This design comes from an exercise in tuning for small area on the open sky130 flow, not from production work.
In this exercise RTL edits were held to simulation tests only and were not proved equivalent to the original.
No activity file was given, so power comes from the tool's default toggle rates.

Design io_fabric, start of the top module:
module io_fabric (
  input  logic                          clk_i,
  input  logic                          reset_i,
  input  logic                          req_valid_i,
  input  logic [io_pkg::AddrWidth-1:0]  req_addr_i,
  input  logic                          req_wr_i,
  input  logic [io_pkg::DataWidth-1:0]  req_wdata_i,
  input  logic [6:1]                    irq_i,
  output logic                          rsp_valid_o,
  output logic [io_pkg::DataWidth-1:0]  rsp_rdata_o,
  output logic                          rsp_err_o,
  output logic [io_pkg::NumHarts-1:0]   msip_o,
  output logic [io_pkg::NumHarts-1:0]   mtip_o,
  output logic [io_pkg::NumHarts-1:0]   eip_o
);
Settings: LEC_CHECK=0, CAP_MARGIN=0, CORE_MARGIN=2, CORE_UTILIZATION=60, CTS_BUF_LIST=sky130_fd_sc_hd__clkbuf_16, CTS_CLUSTER_DIAMETER=200, CTS_CLUSTER_SIZE=30, GPL_TIMING_DRIVEN=0, PLACE_DENSITY=0.75, SLEW_MARGIN=0; clock period 4.0 ns.
standard.sh (not shown) runs the stock make flow with config.mk's settings and CLKGATE_MAP_FILE= SYNTH_SCRIPT=/design/flow/synth_recipe.tcl, a recipe that flattens the netlist after the stock synthesis.
==> flow/flow/run.sh <==
#!/bin/bash
set -euo pipefail
export BUFFER_PORTS_ARGS="-buffer_cell sky130_fd_sc_hd__buf_1"
export CTS_ARGS="-sink_clustering_enable -repair_clock_nets -sink_clustering_size 30 -sink_clustering_max_diameter 200 -buf_list sky130_fd_sc_hd__clkbuf_16 -root_buf sky130_fd_sc_hd__clkbuf_4 -tree_buf sky130_fd_sc_hd__clkbuf_8 -sink_clustering_buffer sky130_fd_sc_hd__clkbuf_16 -dont_use_dummy_load"
export RECOVER_POWER=100
export POST_GLOBAL_ROUTE_TCL="$PWD/flow/post_grt.tcl"
bash standard.sh > standard.log 2>&1
==> flow/flow/post_grt.tcl <==
# Sourced by ORFS's global_route.tcl (POST_GLOBAL_ROUTE_TCL) after its power
# recovery. Power recovery downsizes gates on paths with positive slack and can
# leave a net over its max slew or capacitance, so repair the design (with a
# 10% margin below those limits) and the timing once more with global-route
# parasitics, then legalize and re-route
# the changed nets and rewrite the route guides, as global_route.tcl itself
# does after each of its repairs.
log_cmd estimate_parasitics -global_routing
log_cmd global_route -start_incremental
log_cmd repair_design -verbose -cap_margin 10 -slew_margin 10
repair_timing_helper
log_cmd detailed_placement
log_cmd global_route -end_incremental
log_cmd estimate_parasitics -global_routing
write_guides $::env(RESULTS_DIR)/route.guide
Then changed:
--- a/flow/design.v
+++ b/flow/design.v
@@ -55,32 +55,29 @@
       end
     end
     mt_c = '0;
     for (int k = 0; k < 8; k++) begin
       mt_c[8*k] = byte_cin[k];
       for (int i = 8*k; i < 8*k + 8; i++) begin
         mt_inc[i]  = mt_q[i] ^ mt_c[i];
         mt_c[i+1]  = mt_q[i] & mt_c[i];
       end
     end
   end
-  logic [31:0] mt_load_d;
-  assign mt_load_d = req_wdata_i & ~{32{reset_i}};
-  always_ff @(posedge clk_i) begin
-    mt_q[31:0]  <= (twr_lo || reset_i) ? mt_load_d : mt_inc[31:0];
-    mt_q[63:32] <= (twr_hi || reset_i) ? mt_load_d : mt_inc[63:32];
-  end
-  always_ff @(posedge clk_i) begin
-    if (reset_i) begin
+  always_ff @(posedge clk_i) begin
+    if (reset_i) begin
+      mt_q    <= '0;
       presc_q <= '0;
     end else begin
+      mt_q[31:0]  <= twr_lo ? req_wdata_i : mt_inc[31:0];
+      mt_q[63:32] <= twr_hi ? req_wdata_i : mt_inc[63:32];
       presc_q <= (twr_lo || twr_hi) ? 2'd0 : presc_q + 2'd1;
     end
   end
   logic [3:0][31:0] cmpn_q;   
   logic [1:0]       msip_q;
   logic [1:0]       mtip_q;
   logic [31:0] cmp_load_d;
   logic [3:0]  cmp_load;
   assign cmp_load_d = ~(req_wdata_i | {32{reset_i}});
   always_comb begin
     for (int k = 0; k < 4; k++) begin
@@ -171,32 +168,28 @@
           clm_q[n]  <= 1'b1;
         end
       end else if (clm_q[n]) begin
         if (complete && req_wdata_i[2:0] == n[2:0]) begin
           clm_q[n] <= 1'b0;
         end
       end else begin
         pend_q[n] <= irq_i[n];
       end
     end
   end
-  logic [1:0] en_load;
-  always_comb begin
+  always_ff @(posedge clk_i) begin
     for (int c = 0; c < 2; c++) begin
-      en_load[c] = reset_i || (wr && en_hit && po[7] == c[0]);
-    end
-  end
-  always_ff @(posedge clk_i) begin
-    for (int c = 0; c < 2; c++) begin
-      if (en_load[c]) begin
-        en_q[c] <= mt_load_d[7:1];
+      if (reset_i) begin
+        en_q[c] <= '0;
+      end else if (wr && en_hit && po[7] == c[0]) begin
+        en_q[c] <= req_wdata_i[7:1];
       end
     end
   end
   always_ff @(posedge clk_i) begin
     if (reset_i) begin
       eip_q <= '0;
     end else begin
       eip_q[0] <= |(pend_q & en_q[0][6:1]);
       eip_q[1] <= |(pend_q & en_q[1][6:1]);
     end
   end
Effect: Setup slack loses 0.095 ns; combinational power came out lower by 56%; sequential share of layout area came out lower by 1.2 points; flip-flop and latch count stays the same; total power came out lower by about 11%; routed wire length came out higher by about 5%; via count came out higher by about 5.3%; cell count came out higher by 8.9%; design area hardly moves; non-clock buffer count came out higher by 10; count of clock-buffer cells in the layout is unchanged; global-route usage came out higher by 2.1 points.

what the ideal ports hide:
In the flow no input, the clock included, has a driving cell. The finished layouts below were timed again as built, in two steps. Step 1 assumes that a clkbuf_16 drives the clock port and a buf_2 every other input. Step 2 adds t to the input delays and takes it off the output delays; t is the mean of the earliest and latest rising clock arrival at the registers after step 1. Input paths then give back, and output paths get back, about the clock's delay inside the block. Three values: no drivers, after step 1, after step 2; two values: the first two.
run | shift t [ns] | setup WS [ns] | hold WS [ns] | worst setup path after step 2 | latest minus earliest clock arrival (ns)
the first run | 0.675 | 0.193 / 0.193 / -0.444 | 0.376 / 0.362 / 0.450 | input to register | 0.076 / 0.076
the second run | 0.678 | 0.098 / 0.119 / -0.559 | 0.401 / 0.382 / 0.442 | input to register | 0.072 / 0.071
Met with ideal ports but missed after step 2: setup timing in the first run and the second run. For the second run, which loses most, drivers alone change the setup slack by +0.021 ns; drivers and shift together by -0.657 ns.
